Context: an optimization exercise on an open-source flow, tuned for a short achievable clock period and few clock cycles. The choices shown serve that exercise and are no tape-out recipe. Only simulation tests tie the RTL to the original design; equivalence was not proved. Power and IR drop assume default switching activity.

==> flow/design.v <==
`timescale 1ns/1ns
`default_nettype none
package pipe_pkg;
	localparam int XLEN       = 32;	 
	localparam int REG_AW     = 5;	 
	localparam int DMEM_WORDS = 16;
	localparam int DMEM_AW    = $clog2(DMEM_WORDS);	 
	localparam logic [5:0] OP_RTYPE = 6'h00;
	localparam logic [5:0] OP_ADDI  = 6'h08;
	localparam logic [5:0] OP_LW    = 6'h23;
	localparam logic [5:0] OP_SW    = 6'h2B;
	localparam logic [5:0] OP_BEQ   = 6'h04;
	localparam logic [5:0] FN_ADD = 6'h20;
	localparam logic [5:0] FN_SUB = 6'h22;
	localparam logic [5:0] FN_AND = 6'h24;
	localparam logic [5:0] FN_OR  = 6'h25;
	localparam logic [5:0] FN_SLT = 6'h2A;
	typedef enum logic [2:0] {
		ALU_ADD = 3'd0,	 
		ALU_SUB = 3'd1,
		ALU_AND = 3'd2,
		ALU_OR  = 3'd3,
		ALU_SLT = 3'd4	 
	} alu_op_e;
	typedef struct packed {
		logic reg_write;	 
		logic mem_to_reg;	 
	} wb_ctl_t;
	typedef struct packed {
		logic mem_read;
		logic mem_write;
		logic branch;	 
	} mem_ctl_t;
	typedef struct packed {
		alu_op_e alu_op;
		logic    alu_src;	 
	} ex_ctl_t;
	typedef struct packed {
		logic [XLEN-1:0] instr;
		logic [XLEN-1:0] pc4;
	} if_id_t;
	typedef struct packed {
		logic [XLEN-1:0]   pc4;
		logic [XLEN-1:0]   rd1;
		logic [XLEN-1:0]   rd2;
		logic [XLEN-1:0]   imm;	 
		logic [REG_AW-1:0] rs;
		logic [REG_AW-1:0] rt;
		logic [REG_AW-1:0] rd;	 
		wb_ctl_t           wb;
		mem_ctl_t          mem;
		ex_ctl_t           ex;
	} id_ex_t;
	typedef struct packed {
		logic [XLEN-1:0]   alu_res;	 
		logic [XLEN-1:0]   store_data;
		logic [REG_AW-1:0] dst;
		wb_ctl_t           wb;
		mem_ctl_t          mem;
	} ex_mem_t;
	typedef struct packed {
		logic [XLEN-1:0]   alu_res;
		logic [XLEN-1:0]   load_data;
		logic [REG_AW-1:0] dst;
		wb_ctl_t           wb;
	} mem_wb_t;
endpackage
`default_nettype wire
`timescale 1ns/1ns
`default_nettype none
module pipe_reg #(
	parameter int W = 1
) (
	input  logic i_clk,
	input  logic i_rst_n,
	input  logic i_hold,	 
	input  logic i_clear,	 
	input  logic [W-1:0] i_d,
	output logic [W-1:0] o_q
);
	always_ff @(posedge i_clk or negedge i_rst_n) begin
		if (!i_rst_n) begin
			o_q <= '0;	 
		end else if (i_clear) begin
			o_q <= '0;
		end else if (!i_hold) begin
			o_q <= i_d;
		end
	end
endmodule
`default_nettype wire
`timescale 1ns/1ns
`default_nettype none
module fetch_stage (
	input  logic                        i_clk,
	input  logic                        i_rst_n,
	input  logic                        i_stall,
	input  logic                        i_branch_taken,
	input  logic [pipe_pkg::XLEN-1:0]   i_branch_target,
	input  logic [pipe_pkg::XLEN-1:0]   i_imem_data,
	output logic [pipe_pkg::XLEN-1:0]   o_imem_addr,
	output pipe_pkg::if_id_t            o_if_id
);
	logic [pipe_pkg::XLEN-1:0] pc;
	logic [pipe_pkg::XLEN-1:0] pc_plus4;
	assign pc_plus4 = pc + 32'd4;
	always_ff @(posedge i_clk or negedge i_rst_n) begin
		if (!i_rst_n) begin
			pc <= '0;
		end else if (i_branch_taken) begin
			pc <= i_branch_target;	 
		end else if (!i_stall) begin
			pc <= pc_plus4;
		end
	end
	assign o_imem_addr = pc;	 
	always_comb begin
		o_if_id.instr = i_imem_data;
		o_if_id.pc4   = pc_plus4;
	end
endmodule
`default_nettype wire
`timescale 1ns/1ns
`default_nettype none
module decode_stage (
	input  logic                          i_clk,
	input  logic                          i_rst_n,
	input  pipe_pkg::if_id_t              i_if_id,
	input  logic                          i_wb_en,
	input  logic [pipe_pkg::REG_AW-1:0]   i_wb_reg,
	input  logic [pipe_pkg::XLEN-1:0]     i_wb_data,
	output logic [pipe_pkg::REG_AW-1:0]   o_hz_rs,
	output logic [pipe_pkg::REG_AW-1:0]   o_hz_rt,
	output pipe_pkg::id_ex_t              o_id_ex
);
	logic [pipe_pkg::XLEN-1:0]   regs [2**pipe_pkg::REG_AW];
	logic [5:0]                  opcode;
	logic [5:0]                  funct;
	logic [pipe_pkg::REG_AW-1:0] rs;
	logic [pipe_pkg::REG_AW-1:0] rt;
	logic [pipe_pkg::REG_AW-1:0] rd;
	logic [pipe_pkg::REG_AW-1:0] dst;
	logic                        use_rs;	 
	logic                        use_rt;
	pipe_pkg::wb_ctl_t           wb_ctl;
	pipe_pkg::mem_ctl_t          mem_ctl;
	pipe_pkg::ex_ctl_t           ex_ctl;
	assign opcode = i_if_id.instr[31:26];
	assign rs     = i_if_id.instr[25:21];
	assign rt     = i_if_id.instr[20:16];
	assign rd     = i_if_id.instr[15:11];
	assign funct  = i_if_id.instr[5:0];
	always_ff @(posedge i_clk or negedge i_rst_n) begin
		if (!i_rst_n) begin
			for (int i = 0; i < 2**pipe_pkg::REG_AW; i++)
				regs[i] <= '0;
		end else if (i_wb_en && i_wb_reg != '0) begin
			regs[i_wb_reg] <= i_wb_data;	 
		end
	end
	function automatic logic [pipe_pkg::XLEN-1:0] rf_read(
		input logic [pipe_pkg::REG_AW-1:0] addr
	);
		if (addr == '0)
			rf_read = '0;
		else if (i_wb_en && i_wb_reg == addr)
			rf_read = i_wb_data;
		else
			rf_read = regs[addr];
	endfunction
	always_comb begin
		wb_ctl  = '0;
		mem_ctl = '0;
		ex_ctl  = '0;
		dst     = rt;	 
		use_rs  = 1'b1;
		use_rt  = 1'b0;
		case (opcode)
			pipe_pkg::OP_RTYPE: begin
				dst              = rd;
				use_rt           = 1'b1;
				wb_ctl.reg_write = 1'b1;
				case (funct)
					pipe_pkg::FN_ADD: ex_ctl.alu_op = pipe_pkg::ALU_ADD;
					pipe_pkg::FN_SUB: ex_ctl.alu_op = pipe_pkg::ALU_SUB;
					pipe_pkg::FN_AND: ex_ctl.alu_op = pipe_pkg::ALU_AND;
					pipe_pkg::FN_OR:  ex_ctl.alu_op = pipe_pkg::ALU_OR;
					pipe_pkg::FN_SLT: ex_ctl.alu_op = pipe_pkg::ALU_SLT;
					default: begin	 
						wb_ctl.reg_write = 1'b0;
						use_rs           = 1'b0;
						use_rt           = 1'b0;
					end
				endcase
			end
			pipe_pkg::OP_ADDI: begin
				wb_ctl.reg_write = 1'b1;
				ex_ctl.alu_src   = 1'b1;
			end
			pipe_pkg::OP_LW: begin
				wb_ctl.reg_write  = 1'b1;
				wb_ctl.mem_to_reg = 1'b1;
				mem_ctl.mem_read  = 1'b1;
				ex_ctl.alu_src    = 1'b1;	 
			end
			pipe_pkg::OP_SW: begin
				mem_ctl.mem_write = 1'b1;
				ex_ctl.alu_src    = 1'b1;
				use_rt            = 1'b1;	 
			end
			pipe_pkg::OP_BEQ: begin
				mem_ctl.branch = 1'b1;
				ex_ctl.alu_op  = pipe_pkg::ALU_SUB;
				use_rt         = 1'b1;
			end
			default: use_rs = 1'b0;	 
		endcase
	end
	assign o_hz_rs = use_rs ? rs : '0;
	assign o_hz_rt = use_rt ? rt : '0;
	always_comb begin
		o_id_ex.pc4 = i_if_id.pc4;
		o_id_ex.rd1 = rf_read(rs);
		o_id_ex.rd2 = rf_read(rt);
		o_id_ex.imm = {{(pipe_pkg::XLEN-16){i_if_id.instr[15]}}, i_if_id.instr[15:0]};
		o_id_ex.rs  = rs;
		o_id_ex.rt  = rt;
		o_id_ex.rd  = dst;
		o_id_ex.wb  = wb_ctl;
		o_id_ex.mem = mem_ctl;
		o_id_ex.ex  = ex_ctl;
	end
endmodule
`default_nettype wire
`timescale 1ns/1ns
`default_nettype none
module execute_stage (
	input  pipe_pkg::id_ex_t                i_id_ex,
	input  pipe_pkg::ex_mem_t               i_ex_mem,
	input  pipe_pkg::mem_wb_t               i_mem_wb,
	output logic                            o_branch_taken,
	output logic [pipe_pkg::REG_AW-1:0]     o_hz_ex_rt,
	output logic                            o_hz_ex_mem_read,
	output logic [pipe_pkg::XLEN-1:0]       o_branch_target,
	output pipe_pkg::ex_mem_t               o_ex_mem
);
	logic [pipe_pkg::XLEN-1:0] wb_val;	 
	logic [pipe_pkg::XLEN-1:0] op_a;
	logic [pipe_pkg::XLEN-1:0] rt_val;	 
	logic [pipe_pkg::XLEN-1:0] op_b;
	logic [pipe_pkg::XLEN-1:0] alu_res;
	assign wb_val = i_mem_wb.wb.mem_to_reg ? i_mem_wb.load_data : i_mem_wb.alu_res;
	function automatic logic [pipe_pkg::XLEN-1:0] fwd(
		input logic [pipe_pkg::REG_AW-1:0] src,
		input logic [pipe_pkg::XLEN-1:0]   rf_val
	);
		if (i_ex_mem.wb.reg_write && i_ex_mem.dst != '0 && i_ex_mem.dst == src)
			fwd = i_ex_mem.alu_res;
		else if (i_mem_wb.wb.reg_write && i_mem_wb.dst != '0 && i_mem_wb.dst == src)
			fwd = wb_val;
		else
			fwd = rf_val;
	endfunction
	always_comb begin
		op_a   = fwd(i_id_ex.rs, i_id_ex.rd1);
		rt_val = fwd(i_id_ex.rt, i_id_ex.rd2);
		op_b   = i_id_ex.ex.alu_src ? i_id_ex.imm : rt_val;
	end
	always_comb begin
		case (i_id_ex.ex.alu_op)
			pipe_pkg::ALU_ADD: alu_res = op_a + op_b;
			pipe_pkg::ALU_SUB: alu_res = op_a - op_b;
			pipe_pkg::ALU_AND: alu_res = op_a & op_b;
			pipe_pkg::ALU_OR:  alu_res = op_a | op_b;
			pipe_pkg::ALU_SLT: alu_res = {31'd0, $signed(op_a) < $signed(op_b)};
			default:           alu_res = '0;
		endcase
	end
	assign o_branch_taken = i_id_ex.mem.branch && (op_a == rt_val);
	assign o_branch_target = i_id_ex.pc4 + {i_id_ex.imm[pipe_pkg::XLEN-3:0], 2'b00};
	assign o_hz_ex_rt = i_id_ex.rt;
	assign o_hz_ex_mem_read = i_id_ex.mem.mem_read;
	always_comb begin
		o_ex_mem.alu_res    = alu_res;
		o_ex_mem.store_data = rt_val;
		o_ex_mem.dst        = i_id_ex.rd;
		o_ex_mem.wb         = i_id_ex.wb;
		o_ex_mem.mem        = i_id_ex.mem;
	end
endmodule
`default_nettype wire
`timescale 1ns/1ns
`default_nettype none
module mem_stage (
	input  logic                i_clk,
	input  logic                i_rst_n,
	input  pipe_pkg::ex_mem_t   i_ex_mem,
	output pipe_pkg::mem_wb_t   o_mem_wb
);
	logic [pipe_pkg::XLEN-1:0]    dmem [pipe_pkg::DMEM_WORDS];
	logic [pipe_pkg::DMEM_AW-1:0] idx;	 
	assign idx = i_ex_mem.alu_res[pipe_pkg::DMEM_AW+1:2];
	always_ff @(posedge i_clk or negedge i_rst_n) begin
		if (!i_rst_n) begin
			for (int i = 0; i < pipe_pkg::DMEM_WORDS; i++)
				dmem[i] <= '0;
		end else if (i_ex_mem.mem.mem_write) begin
			dmem[idx] <= i_ex_mem.store_data;
		end
	end
	always_comb begin
		o_mem_wb.alu_res   = i_ex_mem.alu_res;
		o_mem_wb.load_data = i_ex_mem.mem.mem_read ? dmem[idx] : '0;	 
		o_mem_wb.dst       = i_ex_mem.dst;
		o_mem_wb.wb        = i_ex_mem.wb;
	end
endmodule
`default_nettype wire
`timescale 1ns/1ns
`default_nettype none
module hazard_unit (
	input  logic [pipe_pkg::REG_AW-1:0] i_id_rs,	 
	input  logic [pipe_pkg::REG_AW-1:0] i_id_rt,	 
	input  logic [pipe_pkg::REG_AW-1:0] i_ex_rt,
	input  logic                        i_ex_mem_read,	 
	input  logic                        i_branch_taken,
	output logic                        o_stall,	 
	output logic                        o_flush_if_id,
	output logic                        o_clear_id_ex	 
);
	logic load_use;
	assign load_use = i_ex_mem_read && (i_ex_rt != '0)
		&& ((i_ex_rt == i_id_rs) || (i_ex_rt == i_id_rt));
	assign o_stall       = load_use;
	assign o_flush_if_id = i_branch_taken;	 
	assign o_clear_id_ex = load_use || i_branch_taken;
endmodule
`default_nettype wire
`timescale 1ns/1ns
`default_nettype none
module pipe_core (
	input  logic                          i_clk,
	input  logic                          i_rst_n,
	output logic [pipe_pkg::XLEN-1:0]     o_imem_addr,
	input  logic [pipe_pkg::XLEN-1:0]     i_imem_data,
	output logic                          o_stall,
	output logic                          o_wb_en,
	output logic [pipe_pkg::REG_AW-1:0]   o_wb_reg,
	output logic [pipe_pkg::XLEN-1:0]     o_wb_data
);
	pipe_pkg::if_id_t          if_id_d;
	pipe_pkg::if_id_t          if_id_q;
	pipe_pkg::id_ex_t          id_ex_d;
	pipe_pkg::id_ex_t          id_ex_q;
	pipe_pkg::ex_mem_t         ex_mem_d;
	pipe_pkg::ex_mem_t         ex_mem_q;
	pipe_pkg::mem_wb_t         mem_wb_d;
	pipe_pkg::mem_wb_t         mem_wb_q;
	logic [pipe_pkg::XLEN-1:0] branch_target;
	logic                      wb_en;
	logic [pipe_pkg::XLEN-1:0] wb_data;
	logic [pipe_pkg::REG_AW-1:0] hz_id_rs;
	logic [pipe_pkg::REG_AW-1:0] hz_id_rt;
	logic [pipe_pkg::REG_AW-1:0] hz_ex_rt;
	logic                        hz_ex_mem_read;
	logic                        hz_branch_taken;
	logic                        hz_stall;
	logic                        hz_flush_if_id;
	logic                        hz_clear_id_ex;
	hazard_unit u_hazard (
		.i_id_rs        (hz_id_rs),
		.i_id_rt        (hz_id_rt),
		.i_ex_rt        (hz_ex_rt),
		.i_ex_mem_read  (hz_ex_mem_read),
		.i_branch_taken (hz_branch_taken),
		.o_stall        (hz_stall),
		.o_flush_if_id  (hz_flush_if_id),
		.o_clear_id_ex  (hz_clear_id_ex)
	);
	fetch_stage u_fetch (
		.i_clk           (i_clk),
		.i_rst_n         (i_rst_n),
		.i_stall         (hz_stall),
		.i_branch_taken  (hz_branch_taken),
		.i_branch_target (branch_target),
		.i_imem_data     (i_imem_data),
		.o_imem_addr     (o_imem_addr),
		.o_if_id         (if_id_d)
	);
	pipe_reg #(.W($bits(if_id_q))) u_if_id (
		.i_clk   (i_clk),
		.i_rst_n (i_rst_n),
		.i_hold  (hz_stall),
		.i_clear (hz_flush_if_id),
		.i_d     (if_id_d),
		.o_q     (if_id_q)
	);
	decode_stage u_decode (
		.i_clk     (i_clk),
		.i_rst_n   (i_rst_n),
		.i_if_id   (if_id_q),
		.i_wb_en   (wb_en),
		.i_wb_reg  (mem_wb_q.dst),
		.i_wb_data (wb_data),
		.o_hz_rs   (hz_id_rs),
		.o_hz_rt   (hz_id_rt),
		.o_id_ex   (id_ex_d)
	);
	pipe_reg #(.W($bits(id_ex_q))) u_id_ex (
		.i_clk   (i_clk),
		.i_rst_n (i_rst_n),
		.i_hold  (1'b0),
		.i_clear (hz_clear_id_ex),	 
		.i_d     (id_ex_d),
		.o_q     (id_ex_q)
	);
	execute_stage u_execute (
		.i_id_ex         (id_ex_q),
		.i_ex_mem        (ex_mem_q),
		.i_mem_wb        (mem_wb_q),
		.o_branch_taken  (hz_branch_taken),
		.o_hz_ex_rt      (hz_ex_rt),
		.o_hz_ex_mem_read(hz_ex_mem_read),
		.o_branch_target (branch_target),
		.o_ex_mem        (ex_mem_d)
	);
	pipe_reg #(.W($bits(ex_mem_q))) u_ex_mem (
		.i_clk   (i_clk),
		.i_rst_n (i_rst_n),
		.i_hold  (1'b0),
		.i_clear (1'b0),
		.i_d     (ex_mem_d),
		.o_q     (ex_mem_q)
	);
	mem_stage u_mem (
		.i_clk    (i_clk),
		.i_rst_n  (i_rst_n),
		.i_ex_mem (ex_mem_q),
		.o_mem_wb (mem_wb_d)
	);
	pipe_reg #(.W($bits(mem_wb_q))) u_mem_wb (
		.i_clk   (i_clk),
		.i_rst_n (i_rst_n),
		.i_hold  (1'b0),
		.i_clear (1'b0),
		.i_d     (mem_wb_d),
		.o_q     (mem_wb_q)
	);
	assign wb_en   = mem_wb_q.wb.reg_write && (mem_wb_q.dst != '0);
	assign wb_data = mem_wb_q.wb.mem_to_reg ? mem_wb_q.load_data : mem_wb_q.alu_res;
	assign o_stall   = hz_stall;
	assign o_wb_en   = wb_en;
	assign o_wb_reg  = mem_wb_q.dst;
	assign o_wb_data = wb_data;
endmodule
`default_nettype wire
==> flow/run.sh <==
#!/bin/bash
# synth_recipe.tcl (not shown) runs the flow's synth.tcl, then flattens the netlist and writes it again
# the make line also repeats each setting of config.mk as NAME=value (left out here)
make -C /OpenROAD-flow-scripts/flow DESIGN_CONFIG=/design/flow/config.mk WORK_HOME=/design/flow/orfs CLKGATE_MAP_FILE= SYNTH_SCRIPT=/design/flow/synth_recipe.tcl finish
==> flow/config.mk <==
export PLATFORM = sky130hd
export DESIGN_NAME = pipe_core
export DESIGN_NICKNAME = pipe_core
export VERILOG_FILES = /design/flow/design.v
export SDC_FILE = /design/flow/constraint.sdc
export NUM_CORES = 8
export LEC_CHECK = 0
export CAP_MARGIN = 20
export CORE_MARGIN = 2
export CORE_UTILIZATION = 30
export PLACE_DENSITY = 0.5
export SLEW_MARGIN = 20
==> flow/constraint.sdc <==
create_clock -name core_clock -period 8.0 [get_ports {i_clk}]
set_input_delay 1.6000 -clock core_clock [delete_from_list [all_inputs] [get_ports {i_clk}]]
set_output_delay 1.6000 -clock core_clock [all_outputs]
set_load 0.01 [all_outputs]
==> run notes <==
die width 553 microns; most frequent cells after synthesis dfrtp_1 (1878), nor2_1 (973), a21oi_1 (943); FF-to-FF path depth 17; slowest stage cell, crit path o31ai_1; # IOs approximately 110; initial core utilization a little under a third; clock skew approximately 0.093 ns; Max Cap Violations 0; Leakage about 46 nW; drt drc 0; Vias between 80000 and 90000; mapped cell area ~0.090 sq mm; fin crit period about 6.9 ns; switching share of power 28.0%; largest net degree at the start of global routing roughly 170; Final Hold Vio Count 0; num rows approximately 200; most common cell in the netlist dfrtp_1; Synth Flop Type dfrtp_1; Max Clock Freq 144 MHz; TritonCTS clock tree yes; type of the most critical hold path register to register; Hold WS 0.348 ns; FFs w/ async S/R, synth 100%; required time worst endpoint just under 9 ns; max incr delay on CP between 0.8 and 0.9 ns; number of global-route vias before repair approximately 77000; antenna viol nets, final 0; critical path endpoint category register; Seq/Total Area, Yosys around half; DP HPWL between 200 and 300 mm; P_sw approximately 6.4 mW; Num CTS Buffers between 200 and 250; RSZ-0062 raised after global routing no; top cell type's share of synthesized area 52.0%; proportion of power drawn by the clock network ~44%; P_int about 17 mW; critical path cell sequence or4_1 > o211a_1 > buf_4 > a21oi_1 > o31ai_1 > mux2_2 > ha_1 > nand2_1 > o21a_1 > o31ai_1 > or3b_2 > a31oi_1 > a2111oi_0 > nor3_1 > mux2_2 > a41o_1 > nor2_1; total gr overflow 0; CTS hold repair buffers 0; Area Growth Syn to Fin 15.4%; maximum VDD drop approximately 180 uV; die height approximately 550 microns; htree depth 4; Worst-path clk slew approximately 0.060 ns; YS warnings 10; uppermost routed layer met5; startpoint types register; Worst-Margin Slew roughly 1.2 ns; initial drt markers around 13000; layout cells sized above 1 roughly 15%; wl on met1 about 180 mm; 1st-pass router iterations 13; port buffer count between 100 and 150; Detail Route met2 WL 179 mm; Clk Latency, worst-skew pair roughly 0.9 ns; clock sinks around 1900; maximum clock insertion buffer count 4; Final Setup Violations 0; GRT Overall Usage between 20% and 30%; Yosys reg bits approximately 1900; Yosys cell types 84; pwr dens roughly 220 mW/mm^2; most area-consuming cells after synthesis dfrtp_1 (52%), mux2_2 (6.6%), a22oi_1 (5.4%); gp weighted congestion around 0.96; core box area roughly 0.30 sq mm; Final nets around 9100; Tcrit/Tclk final roughly 87%; crit path kind register to register; Avg Inst Size Synth between 9 and 10 sq um; combinational share of power between 10% and 20%; CP Max Fanout 20; Pwr Total about 23 mW; most area-hungry cell type in the Yosys netlist dfrtp_1; Synth Net Count slightly above 9000; WL/cell 33.4 microns; DR WL met3 51.7 mm; die area approximately 0.31 sq mm; via/cell ratio ~6.2; setup_tns 0 ns; initial antenna violation count 29; fin. max-slew vios 0; status complete, no violations; sequential share of power approximately 45%; WL final 435 mm; cells after synthesis roughly 9100; first-pass GRT wire length 607 mm; Slew headroom 17.6%; WHS Path Cells 0; number of synthesized flops with an enable pin 0; clk root buf clkbuf_16; arrival time of the worst setup path around 7.7 ns; post_cts resized 0; Setup Buffers After CTS 0
## worst max-delay path, delay by kind of cell (launching register included)
family | cells | cell delay, ns
buffers and inverters | 1 | 0.31
AOI/OAI and AO/OA | 8 | 3.20
muxes | 2 | 0.72
and+or+nand+nor | 5 | 1.46
DFF | 1 | 0.85
adders and majority gates | 1 | 0.25
## through the flow
step                util, %  instances  instance area (sq um)  setup WS [ns]
floorplan                 -       9083                  90500           2.60
global placement       32.3      12600                  96900           1.32
detailed placement     32.3      12600                  97000           1.27
CTS                    34.7      13000                 104000           1.22
global route           34.8      13000                 104000          0.711
finish                 34.8      13000                 104000           1.08
## layer usage
metal,GRT usage (%),up-vias
li1,-,32800
met5,0.0781,-
met3,8.24,1603
met4,15.1,8
met2,39.2,5996
met1,37.2,40500
## cells in the final DEF (no fill, tap or decap), drive strengths merged, types with 34 or more instances in the layout
| cell | Yosys | layout |
|---|---|---|
| nand4 | 232 | 232 |
| o31ai | 46 | 46 |
| a22oi | 655 | 655 |
| nor4 | 46 | 46 |
| ha | 140 | 140 |
| a222oi | 64 | 64 |
| nand2 | 618 | 618 |
| mux2 | 532 | 532 |
| buf | 128 | 292 |
| a221oi | 209 | 209 |
| o21ai | 506 | 506 |
| clkbuf | 681 | 292 |
| inv | 192 | 193 |
| dfrtp | 1878 | 1878 |
| xnor2 | 101 | 101 |
| nor2 | 974 | 974 |
| a21oi | 943 | 943 |
| nor3 | 251 | 251 |
| mux2i | 72 | 72 |
| clkinv | 0 | 50 |
| clkdlybuf4s50 | 0 | 103 |
| xor2 | 70 | 70 |
| a211oi | 49 | 49 |
| a22o | 202 | 202 |
| a21o | 34 | 34 |
| nand3 | 157 | 157 |
## power by group through the flow
| stage | Combinational [mW] | Sequential [mW] | Clock, mW |
|---|---|---|---|
| floorplan | 1.31 | 10.2 | 0 |
| global placement | 2.39 | 10.5 | 0 |
| detailed placement | 2.42 | 10.5 | 0 |
| CTS | 2.43 | 10.3 | 10.2 |
| global route | 2.67 | 10.4 | 10.6 |
| finish | 2.52 | 10.3 | 10.1 |
## state kept, by name, summed over array words and instances, names as in the netlist
register       count
u_decode.regs    992
u_ex_mem.o_q      72
u_fetch.pc        32
u_id_ex.o_q      135
u_if_id.o_q       64
u_mem.dmem       512
u_mem_wb.o_q      71
## cell families (layout without fill, tap and decap cells)
logic type                 count (synthesis)  after routing  synth area share, %
DFF                                     1878           1878                 52.0
muxes                                    604            604                 7.42
adders and majority gates                143            143                 2.00
and+or+nand+nor                         2394           2394                 11.7
AOI/OAI and AO/OA                       2892           2892                 21.0
buffers and inverters                   1001            958                 4.26
other                                      0             19                    0
xor gates and xnor gates                 171            171                 1.66
## area by class of cell
type / instances / area [sq um]
sequential: 1878 / 47000
inverter: 192 / 721
antenna: 19 / 47.5
clock buffer: 291 / 6040
multi-input combinational: 6204 / 41000
fill: 29900 / 196000
timing repair buffer: 396 / 3660
clock inverter: 79 / 1010
tap: 3958 / 4950
## final timing paths
kind,end,from,slack [ns]
setup / recovery,u_ex_mem.o_q[72]$_DFF_PN0_,u_mem_wb.o_q[5]$_DFF_PN0_,1.08
setup reg to reg,u_ex_mem.o_q[72]$_DFF_PN0_,u_mem_wb.o_q[5]$_DFF_PN0_,1.08
hold reg to reg,u_ex_mem.o_q[9]$_DFF_PN0_,u_id_ex.o_q[13]$_DFF_PN0_,0.35
max in group asynchronous,u_decode.regs[6][1]$_DFFE_PN0P_,i_rst_n,5.17
min in group asynchronous,u_mem_wb.o_q[20]$_DFF_PN0_,i_rst_n,0.52
hold / removal,u_ex_mem.o_q[9]$_DFF_PN0_,u_id_ex.o_q[13]$_DFF_PN0_,0.35
Testbench counts, summed over its fixed seeds: cycles 22,876.

-- what the ideal ports hide --
No port has a modelled driver above. Below, the same layout with a new extraction and two added sets of constraints. Step 1: set_driving_cell puts a clkbuf_16 on i_clk and a buf_2 on each other input, an assumption about the parent block. Step 2 adds t to the input delays and takes it off the output delays; t is the mean of the earliest and latest rising clock arrival at the registers after step 1. Input paths then give back, and output paths get back, about the clock's delay inside the block. Slacks: no drivers / after step 1 / after step 2; pairs: no drivers / after step 1.
shift t [ns]: 0.968
setup slack, ns: 1.078 / 1.078 / 1.078
worst setup path after step 2: register to register
clock arrival spread, ns: 0.105 / 0.105
pins driven straight from the clock port: 1
After both steps setup and hold are still met in this run. For this run, drivers alone change the setup slack by 0.000 ns; drivers and shift together by 0.000 ns.
